From an optimization exercise on the open Yosys and OpenROAD flow, aimed at small area, a short achievable clock period and few clock cycles; shortcuts taken in it are not production practice.
Function was checked by simulation only, so behaviour that the tests miss may differ from the original.
Power figures rest on the tool's default switching activity, not on a simulated workload.

## before
Design deadlock_detection_safety_check, start of the top module:
module deadlock_detection_safety_check #(
   parameter int NPROC = dds_pkg::NPROC_DEF,
   parameter int NRES  = dds_pkg::NRES_DEF
) (
   input  logic                         clock,
   input  logic                         reset,
   input  logic                         req_valid,
   output logic                         req_ready,
   input  logic [dds_pkg::ACTION_W-1:0] req_action,
   input  logic [dds_pkg::PIDX_W-1:0]   req_process_index,
   input  logic [dds_pkg::RIDX_W-1:0]   req_resource_index,
   input  logic [dds_pkg::UNITS_W-1:0]  req_held_units,
   input  logic [dds_pkg::UNITS_W-1:0]  req_max_units,
   input  logic [dds_pkg::UNITS_W-1:0]  req_free_units,
   output logic                         rsp_valid,
   input  logic                         rsp_ready,
   output logic                         rsp_deadlocked,
   output logic [dds_pkg::MASK_W-1:0]   rsp_blocked_mask,
   output logic [dds_pkg::COUNT_W-1:0]  rsp_finished_count
);
Size in the first run: about 5500 cells after synthesis, about 1400 flip-flops, roughly 74 I/O pins.
==> flow/config.mk <==
export PLATFORM = sky130hd
export DESIGN_NAME = deadlock_detection_safety_check
export DESIGN_NICKNAME = deadlock_detection_safety_check
export VERILOG_FILES = /design/flow/design.v
export SDC_FILE = /design/flow/constraint.sdc
export NUM_CORES = 4
export LEC_CHECK = 0
export ABC_AREA = 1
export CAP_MARGIN = 20
export CORE_MARGIN = 2
export CORE_UTILIZATION = 40
export CTS_CLUSTER_DIAMETER = 60
export CTS_CLUSTER_SIZE = 30
export SETUP_SLACK_MARGIN = 2.7
export SLEW_MARGIN = 20
==> flow/constraint.sdc <==
create_clock -name core_clock -period 5.0 [get_ports {clock}]
set_input_delay 1.0000 -clock core_clock [delete_from_list [all_inputs] [get_ports {clock}]]
set_output_delay 1.0000 -clock core_clock [all_outputs]
set_load 0.01 [all_outputs]
run.sh (not shown) runs the stock make flow with config.mk's settings and CLKGATE_MAP_FILE= SYNTH_SCRIPT=/design/flow/synth_recipe.tcl, a recipe that flattens the netlist after the stock synthesis.
before reached the final stage; the timing, design-rule and antenna checks on its layout passed.
Testbench counts of before, summed over its fixed seeds: cycles 10,637.
## Diff of input files: after against before
--- a/flow/design.v
+++ b/flow/design.v
@@ -146,19 +146,18 @@
    logic             pk2_ff;        
    logic [NPROC-1:0] fin_ff;
    logic [NRES-1:0]  free_we_ff;    
    logic             wpark_ff;      
    logic             wn_ff;         
    logic             n2park_ff;     
    logic             start_ff;      
    logic [NPROC-1:0] wrow_ff;       
    logic [NRES-1:0]  wcol_ff;       
-   logic [NPROC-1:0] pref_ff;       
    logic [NPROC-1:0] stale_ff;      
    logic [3:0]       cnt_ff;
    logic                        rsp_valid_ff;    
    logic                        rsp_free_ff;     
    logic                        rsp_dead_ff;
    logic [dds_pkg::MASK_W-1:0]  rsp_mask_ff;
    logic [dds_pkg::COUNT_W-1:0] rsp_count_ff;
    logic             req_fire;
    logic             ld_free, start;
@@ -168,19 +167,19 @@
    logic             done, report_fire, report_ok_next;
    logic             running_next, ending_next, ready_next;
    logic [NPROC-1:0] fin_next;
    logic             nb_v;
    logic [1:0]       nb_act;
    logic [2:0]       nb_p;
    logic [1:0]       nb_r;
    logic [UW-1:0]    load_need;
    logic [NPROC-1:0] fits, cand, pick;
-   logic             picking;
+   logic             picking, last_one;
    logic [UW-1:0]    hsel [NRES];
    logic [UW:0]      sum  [NRES];
    assign req_ready   = ready_ff;
    assign req_fire    = req_valid && !busy_ff;
    assign report_fire = rsp_free_ff || rsp_ready;
    assign ld_free   = (free_we_ff != '0);
    assign start     = start_ff;
    assign load_need = (req_max_units > req_held_units) ? (req_max_units - req_held_units) : '0;
    function automatic logic gt_tree(input logic [UW-1:0] a, input logic [UW-1:0] b);
@@ -225,28 +224,36 @@
          cand = fit_ff & ~fin_ff;
       end else if (start) begin
          cand = fit_ff & ~stale_ff;
       end else begin
          cand = '0;
       end
    end
    always_comb begin
       logic lower;
-      logic [NPROC-1:0] pref;
-      pref  = cand & pref_ff;
       lower = 1'b0;
       for (int p = 0; p < NPROC; p++) begin
-         pick[p] = (pref != '0) ? pref[p] : (cand[p] && !lower);
+         pick[p] = cand[p] && !lower;
          lower   = lower || cand[p];
       end
    end
    assign picking = (cand != '0);
    always_comb begin
+      logic one, more;
+      one  = 1'b0;
+      more = 1'b0;
+      for (int p = 0; p < NPROC; p++) begin
+         more = more || (one && !fin_ff[p]);
+         one  = one || !fin_ff[p];
+      end
+      last_one = one && !more;
+   end
+   always_comb begin
       for (int r = 0; r < NRES; r++) begin
          hsel[r] = '0;
          for (int p = 0; p < NPROC; p++) begin
             hsel[r] = hsel[r] | (held_ff[p][r] & {UW{pick[p]}});
          end
       end
    end
    always_comb begin
       for (int r = 0; r < NRES; r++) begin
@@ -263,19 +270,19 @@
          if (report_fire) begin
             running_next = 1'b0;
             fin_next     = '0;
          end else begin
             ending_next = report_ok_next;
          end
       end else if (running_ff || start) begin
          running_next = 1'b1;
          fin_next     = fin_ff | pick;
-         ending_next  = (fin_next == '1) && report_ok_next;
+         ending_next  = last_one && picking && report_ok_next;
       end
    end
    assign pv_n = n2park_ff || (pv_ff && !wpark_ff);
    assign pp_n = n2park_ff ? in_p_ff : pp_ff;
    assign pr_n = n2park_ff ? in_r_ff : pr_ff;
    always_comb begin
       wpark_n  = pv_n && (!running_next || ending_next || fin_ff[pp_n]);
       wn_n     = nb_v && (nb_act == 2'd0) && !wpark_n &&
                  (!running_next || ending_next || fin_ff[nb_p]);
@@ -352,19 +359,18 @@
       if (reset) begin
          in_v_ff      <= 1'b0;
          pv_ff        <= 1'b0;
          wpark_ff     <= 1'b0;
          wn_ff        <= 1'b0;
          n2park_ff    <= 1'b0;
          start_ff     <= 1'b0;
          wrow_ff      <= '0;
          wcol_ff      <= '0;
-         pref_ff      <= '0;
          stale_ff     <= '1;
          free_we_ff   <= '0;
          ready_ff     <= 1'b1;
          busy_ff      <= 1'b0;
          running_ff   <= 1'b0;
          ending_ff    <= 1'b0;
          pk1_ff       <= 1'b0;
          pk2_ff       <= 1'b0;
          fin_ff       <= '0;
@@ -378,21 +384,18 @@
          n2park_ff  <= n2park_n;
          start_ff   <= start_n;
          for (int p = 0; p < NPROC; p++) begin
             wrow_ff[p]  <= (wpark_n && (pp_n == p)) || (wn_n && (nb_p == p));
             stale_ff[p] <= running_ff || ld_free || wrow_ff[p];
          end
          for (int r = 0; r < NRES; r++) begin
             wcol_ff[r] <= (wpark_n && (pr_n == r)) || (wn_n && (nb_r == r));
          end
-         for (int p = 0; p < NPROC; p++) begin
-            pref_ff[p] <= pv_n ? (pp_n == p) : (nb_v && (nb_act == 2'd0) && (nb_p == p));
-         end
          for (int r = 0; r < NRES; r++) begin
             free_we_ff[r] <= nb_v && (nb_act == 2'd1) && (nb_r == r);
          end
          running_ff <= running_next;
          ending_ff  <= ending_next;
          fin_ff     <= fin_next;
          pk1_ff     <= picking;
          pk2_ff     <= pk1_ff;
          ready_ff    <= ready_next;
==> comparison <==
- Going from before to after, final period demand of the worst path -110 ps, sum of routed wire segments on met1 ~0 delta, final weighted congestion in routability-driven placement -0.044, post-route antenna net violation count ~0 delta.
- [after] fraction of power consumed by sequential logic rose 0.3 points relative to before
- Global-route wire length before repair for after: 2.2% down relative to before
Testbench counts of after, summed over its fixed seeds: cycles 10,747.

* * *

run 5:
The RTL this note starts from:
==> flow/design.v <==
package dds_pkg;
   localparam int NPROC_DEF = 8;
   localparam int NRES_DEF  = 4;
   localparam int ACTION_W  = 2;
   localparam int PIDX_W    = 3;
   localparam int RIDX_W    = 2;
   localparam int UNITS_W   = 16;
   localparam int WORK_W    = 20;
   localparam int MASK_W    = 8;
   localparam int COUNT_W   = 4;
   localparam int IDX_MAX_W = 4;
   localparam logic [WORK_W-1:0] WORK_MAX = {WORK_W{1'b1}};
   typedef enum logic [ACTION_W-1:0] {
      ACT_LOAD_ENTRY = 2'd0,
      ACT_LOAD_FREE  = 2'd1,
      ACT_RUN        = 2'd2
   } action_type;
   typedef enum logic [2:0] {
      ST_IDLE,
      ST_PICK,
      ST_CHECK,
      ST_RELEASE,
      ST_ADVANCE,
      ST_REPORT
   } state_type;
   typedef struct packed {
      logic                 copy;
      logic                 free_we;
      logic [IDX_MAX_W-1:0] free_idx;
      logic [UNITS_W-1:0]   free_data;
      logic                 rel;
      logic [IDX_MAX_W-1:0] idx;
   } work_cmd_type;
endpackage
module dds_ram #(
   parameter int WIDTH = 32,
   parameter int DEPTH = 32
) (
   input  logic                     clock,
   input  logic                     we,
   input  logic [$clog2(DEPTH)-1:0] waddr,
   input  logic [WIDTH-1:0]         wdata,
   input  logic                     re,
   input  logic [$clog2(DEPTH)-1:0] raddr,
   output logic [WIDTH-1:0]         rdata
);
   logic [WIDTH-1:0] mem_ff [DEPTH];
   logic [WIDTH-1:0] rdata_ff;
   always_ff @(posedge clock) begin
      if (we) begin
         mem_ff[waddr] <= wdata;
      end
      if (re) begin
         rdata_ff <= mem_ff[raddr];
      end
   end
   assign rdata = rdata_ff;
endmodule
module dds_work #(
   parameter int NRES = dds_pkg::NRES_DEF
) (
   input  logic                        clock,
   input  logic                        reset,
   input  dds_pkg::work_cmd_type       cmd,
   input  logic [dds_pkg::UNITS_W-1:0] held,
   input  logic [dds_pkg::UNITS_W-1:0] need,
   output logic                        fit
);
   localparam int RW = (NRES > 1) ? $clog2(NRES) : 1;
   logic [dds_pkg::UNITS_W-1:0] free_ff [NRES];
   logic [dds_pkg::WORK_W-1:0]  work_ff [NRES];
   logic [dds_pkg::WORK_W-1:0]  work_sel;
   logic [dds_pkg::WORK_W:0]    sum;
   logic [dds_pkg::WORK_W-1:0]  sum_sat;
   logic [RW-1:0]               idx;
   logic [RW-1:0]               free_idx;
   assign idx      = cmd.idx[RW-1:0];
   assign free_idx = cmd.free_idx[RW-1:0];
   assign work_sel = work_ff[idx];
   assign fit      = (dds_pkg::WORK_W'(need) <= work_sel);
   assign sum      = (dds_pkg::WORK_W+1)'(work_sel) + (dds_pkg::WORK_W+1)'(held);
   assign sum_sat  = sum[dds_pkg::WORK_W] ? dds_pkg::WORK_MAX : sum[dds_pkg::WORK_W-1:0];
   always_ff @(posedge clock) begin
      if (cmd.free_we) begin
         free_ff[free_idx] <= cmd.free_data;
      end
   end
   always_ff @(posedge clock) begin
      if (reset) begin
         for (int i = 0; i < NRES; i++) begin
            work_ff[i] <= '0;
         end
      end else if (cmd.copy) begin
         for (int i = 0; i < NRES; i++) begin
            work_ff[i] <= dds_pkg::WORK_W'(free_ff[i]);
         end
      end else if (cmd.rel) begin
         work_ff[idx] <= sum_sat;
      end
   end
endmodule
module deadlock_detection_safety_check #(
   parameter int NPROC = dds_pkg::NPROC_DEF,
   parameter int NRES  = dds_pkg::NRES_DEF
) (
   input  logic                         clock,
   input  logic                         reset,
   input  logic                         req_valid,
   output logic                         req_ready,
   input  logic [dds_pkg::ACTION_W-1:0] req_action,
   input  logic [dds_pkg::PIDX_W-1:0]   req_process_index,
   input  logic [dds_pkg::RIDX_W-1:0]   req_resource_index,
   input  logic [dds_pkg::UNITS_W-1:0]  req_held_units,
   input  logic [dds_pkg::UNITS_W-1:0]  req_max_units,
   input  logic [dds_pkg::UNITS_W-1:0]  req_free_units,
   output logic                         rsp_valid,
   input  logic                         rsp_ready,
   output logic                         rsp_deadlocked,
   output logic [dds_pkg::MASK_W-1:0]   rsp_blocked_mask,
   output logic [dds_pkg::COUNT_W-1:0]  rsp_finished_count
);
   localparam int UW = dds_pkg::UNITS_W;
   logic                         in_v_ff;
   logic [dds_pkg::ACTION_W-1:0] in_act_ff;
   logic [dds_pkg::PIDX_W-1:0]   in_p_ff;
   logic [dds_pkg::RIDX_W-1:0]   in_r_ff;
   logic [UW-1:0]                in_a_ff;    
   logic [UW-1:0]                in_b_ff;    
   logic [UW-1:0] held_ff [NPROC][NRES];
   logic [UW-1:0] need_ff [NPROC][NRES];
   logic [UW-1:0] free_ff [NRES];
   logic [UW-1:0]    work_ff [NRES];
   logic             ovf_ff  [NRES];
   logic [NPROC-1:0] fit_ff;
   logic [UW-1:0]    hsel_ff [NRES];
   logic             ready_ff;      
   logic             busy_ff;       
   logic             running_ff;
   logic             ending_ff;     
   logic             pk1_ff;        
   logic             pk2_ff;        
   logic [NPROC-1:0] fin_ff;
   logic [NRES-1:0]  free_we_ff;
   logic [NPROC-1:0] stale_ff;      
   logic [3:0]       cnt_ff;
   logic                        rsp_valid_ff;    
   logic                        rsp_free_ff;     
   logic                        rsp_dead_ff;
   logic [dds_pkg::MASK_W-1:0]  rsp_mask_ff;
   logic [dds_pkg::COUNT_W-1:0] rsp_count_ff;
   logic             req_fire;
   logic             apply, ld_entry, ld_free, start;
   logic             done, report_fire, report_ok_next;
   logic             running_next, ending_next, ready_next;
   logic [NPROC-1:0] fin_next;
   logic             nb_v;
   logic [1:0]       nb_act;
   logic [2:0]       nb_p;
   logic [1:0]       nb_r;
   logic [UW-1:0]    load_need;
   logic [NPROC-1:0] fits, cand, pick;
   logic             picking;
   logic [UW-1:0]    hsel [NRES];
   logic [UW:0]      sum  [NRES];
   assign req_ready   = ready_ff;
   assign req_fire    = req_valid && !busy_ff;
   assign report_fire = rsp_free_ff || rsp_ready;
   assign apply = in_v_ff && !busy_ff;
   assign ld_entry  = apply && (in_act_ff == 2'd0);
   assign ld_free   = in_v_ff && (in_act_ff == 2'd1);
   assign start     = apply && (in_act_ff == 2'd2);
   assign load_need = (req_max_units > req_held_units) ? (req_max_units - req_held_units) : '0;
   function automatic logic gt_tree(input logic [UW-1:0] a, input logic [UW-1:0] b);
      logic [UW-1:0] g, ge;
      g  = a & ~b;
      ge = a | ~b;
      for (int w = 1; w < UW; w = w * 2) begin
         for (int i = 0; i + w < UW; i = i + 2 * w) begin
            g[i]  = g[i + w] | (ge[i + w] & g[i]);
            ge[i] = g[i + w] | (ge[i + w] & ge[i]);
         end
      end
      gt_tree = g[0];
   endfunction
   function automatic logic [UW:0] add_tree(input logic [UW-1:0] a, input logic [UW-1:0] b);
      logic [UW-1:0] g, t, gn, tn, c;
      g = a & b;
      t = a | b;
      for (int w = 1; w < UW; w = w * 2) begin
         gn = g;
         tn = t;
         for (int i = w; i < UW; i++) begin
            gn[i] = g[i] | (t[i] & g[i - w]);
            tn[i] = t[i] & t[i - w];
         end
         g = gn;
         t = tn;
      end
      c = {g[UW-2:0], 1'b0};
      add_tree = {g[UW-1], a ^ b ^ c};
   endfunction
   always_comb begin
      for (int p = 0; p < NPROC; p++) begin
         fits[p] = 1'b1;
         for (int r = 0; r < NRES; r++) begin
            if (!ovf_ff[r] && gt_tree(need_ff[p][r], work_ff[r])) fits[p] = 1'b0;
         end
      end
   end
   always_comb begin
      if (running_ff) begin
         cand = fit_ff & ~fin_ff;
      end else if (start) begin
         cand = fit_ff & ~stale_ff;
      end else begin
         cand = '0;
      end
   end
   always_comb begin
      logic lower;
      logic [NPROC-1:0] pref;
      for (int p = 0; p < NPROC; p++) begin
         pref[p] = cand[p] && in_v_ff && (in_act_ff == 2'd0) && (in_p_ff == p);
      end
      lower = 1'b0;
      for (int p = 0; p < NPROC; p++) begin
         pick[p] = (pref != '0) ? pref[p] : (cand[p] && !lower);
         lower   = lower || cand[p];
      end
   end
   assign picking = (cand != '0);
   always_comb begin
      for (int r = 0; r < NRES; r++) begin
         hsel[r] = '0;
         for (int p = 0; p < NPROC; p++) begin
            hsel[r] = hsel[r] | (held_ff[p][r] & {UW{pick[p]}});
         end
      end
   end
   always_comb begin
      for (int r = 0; r < NRES; r++) begin
         sum[r] = add_tree(work_ff[r], hsel_ff[r]);
      end
   end
   assign done = running_ff && !picking && ((!pk1_ff && !pk2_ff) || (fin_ff == '1));
   assign report_ok_next = rsp_free_ff || rsp_ready;
   always_comb begin
      running_next = running_ff;
      ending_next  = 1'b0;
      fin_next     = fin_ff;
      if (done) begin
         if (report_fire) begin
            running_next = 1'b0;
            fin_next     = '0;
         end else begin
            ending_next = report_ok_next;
         end
      end else if (running_ff || start) begin
         running_next = 1'b1;
         fin_next     = fin_ff | pick;
         ending_next  = (fin_next == '1) && report_ok_next;
      end
   end
   always_comb begin
      unique case (nb_act)
         2'd0:    ready_next = !nb_v || !running_next || ending_next || fin_next[nb_p];
         2'd2:    ready_next = !nb_v || !running_next;
         default: ready_next = 1'b1;
      endcase
   end
   always_comb begin
      if (in_v_ff && !apply) begin
         nb_v   = 1'b1;
         nb_act = in_act_ff;
         nb_p   = in_p_ff;
         nb_r   = in_r_ff;
      end else begin
         nb_v   = req_fire;
         nb_act = req_action;
         nb_p   = req_process_index;
         nb_r   = req_resource_index;
      end
   end
   always_ff @(posedge clock) begin
      if (!busy_ff) begin
         in_act_ff <= req_action;
         in_p_ff   <= req_process_index;
         in_r_ff   <= req_resource_index;
         in_a_ff   <= (req_action == 2'd1) ? req_free_units : req_held_units;
         in_b_ff   <= load_need;
      end
   end
   always_ff @(posedge clock) begin
      for (int p = 0; p < NPROC; p++) begin
         for (int r = 0; r < NRES; r++) begin
            if (ld_entry && (in_p_ff == p) && (in_r_ff == r)) begin
               held_ff[p][r] <= in_a_ff;
               need_ff[p][r] <= in_b_ff;
            end
         end
      end
      for (int r = 0; r < NRES; r++) begin
         if (free_we_ff[r]) begin
            free_ff[r] <= in_a_ff;
         end
      end
   end
   always_ff @(posedge clock) begin
      fit_ff <= fits;
      for (int r = 0; r < NRES; r++) begin
         hsel_ff[r] <= hsel[r];
         if (running_ff && !done) begin
            work_ff[r] <= sum[r][UW-1:0];
            ovf_ff[r]  <= ovf_ff[r] | sum[r][UW];
         end else if (free_we_ff[r]) begin
            work_ff[r] <= in_a_ff;
            ovf_ff[r]  <= 1'b0;
         end else begin
            work_ff[r] <= free_ff[r];
            ovf_ff[r]  <= 1'b0;
         end
      end
   end
   always_ff @(posedge clock) begin
      if (reset) begin
         in_v_ff      <= 1'b0;
         stale_ff     <= '1;
         free_we_ff   <= '0;
         ready_ff     <= 1'b1;
         busy_ff      <= 1'b0;
         running_ff   <= 1'b0;
         ending_ff    <= 1'b0;
         pk1_ff       <= 1'b0;
         pk2_ff       <= 1'b0;
         fin_ff       <= '0;
         rsp_valid_ff <= 1'b0;
         rsp_free_ff  <= 1'b1;
      end else begin
         in_v_ff    <= nb_v;
         for (int p = 0; p < NPROC; p++) begin
            stale_ff[p] <= running_ff || ld_free || (ld_entry && (in_p_ff == p));
         end
         for (int r = 0; r < NRES; r++) begin
            free_we_ff[r] <= nb_v && (nb_act == 2'd1) && (nb_r == r);
         end
         running_ff <= running_next;
         ending_ff  <= ending_next;
         fin_ff     <= fin_next;
         pk1_ff     <= picking;
         pk2_ff     <= pk1_ff;
         ready_ff    <= ready_next;
         busy_ff     <= !ready_next;
         if (report_fire) begin
            rsp_valid_ff <= done;
            rsp_free_ff  <= !done;
         end
      end
   end
   always_ff @(posedge clock) begin
      if (!running_ff && !start) begin
         cnt_ff <= '0;
      end else if (start) begin
         cnt_ff <= 4'(picking);
      end else if (picking) begin
         cnt_ff <= cnt_ff + 4'd1;
      end
   end
   always_ff @(posedge clock) begin
      if (done && report_fire) begin
         rsp_dead_ff  <= (fin_ff != '1);
         rsp_mask_ff  <= ~fin_ff;
         rsp_count_ff <= cnt_ff;
      end
   end
   assign rsp_valid          = rsp_valid_ff;
   assign rsp_deadlocked     = rsp_dead_ff;
   assign rsp_blocked_mask   = rsp_mask_ff;
   assign rsp_finished_count = rsp_count_ff;
endmodule
clock: 5.0 ns
lec_check: 0
abc_area: 1
cap_margin: 20
core_margin: 2
core_utilization: 40
cts_cluster_diameter: 60
cts_cluster_size: 30
setup_slack_margin: 2.7
slew_margin: 20
In summary, run 5 completed successfully, with a layout that passed the timing, design-rule and antenna checks.
Testbench counts of run 5, summed over its fixed seeds: cycles 10,902.
#### Input delta (run 1 over run 5)
--- a/flow/design.v
+++ b/flow/design.v
@@ -216,17 +216,13 @@
          cand = '0;
       end
    end
    always_comb begin
       logic lower;
-      logic [NPROC-1:0] pref;
-      for (int p = 0; p < NPROC; p++) begin
-         pref[p] = cand[p] && in_v_ff && (in_act_ff == 2'd0) && (in_p_ff == p);
-      end
       lower = 1'b0;
       for (int p = 0; p < NPROC; p++) begin
-         pick[p] = (pref != '0) ? pref[p] : (cand[p] && !lower);
+         pick[p] = cand[p] && !lower;
          lower   = lower || cand[p];
       end
    end
    assign picking = (cand != '0);
    always_comb begin
Notes after the runs:
Per the comparison of run 1 with run 5, detailed placement HPWL lower; non-clock buffer count in the final layout lower; count of unique library cells instantiated by Yosys lower. Lower length in cells of the worst reg-to-reg path among run 5 and run 1: run 1. The met1 routed wirelength after detailed routing of run 1 falls short of that of run 5 by 2.7%. Run 1 ends up with lower final non-filler cell total than run 5 does. No run among run 5 and run 1 stopped early or left any final violation; all are clean. Of run 1 and run 5, it is run 1 that has the lower buffer share of cell area. Clock distribution power: run 5 and run 1 compared, higher one is run 5.
Testbench counts of run 1, summed over its fixed seeds: cycles 11,124.

-- separate check: timing with driven ports --
The results above use ideal ports. As a check the final layouts listed here were re-extracted and re-timed, cells and wires unchanged. Step 1, drivers: a clkbuf_16 drives clock and a buf_2 each remaining input, both assumed. Step 2 also shifts input and output timing later by t, the mid clock arrival at the registers, as if the neighbouring blocks saw the same clock. a / b / c = ideal / step 1 / step 2; a / b = the first two.
run | shift t [ns] | slack for setup (ns) | cell pins on the clock port's net
before | 0.808 | 2.534 / 2.534 / 1.772 | 1
after | 0.801 | 2.648 / 2.582 / 1.920 | 1
run 5 | 0.823 | 2.271 / 2.271 / 1.906 | 1
run 1 | 0.817 | 2.665 / 2.601 / 1.952 | 1
After both steps setup and hold are still met in every run listed. For before, which loses most, drivers alone change the setup slack by 0.000 ns; drivers and shift together by -0.762 ns.
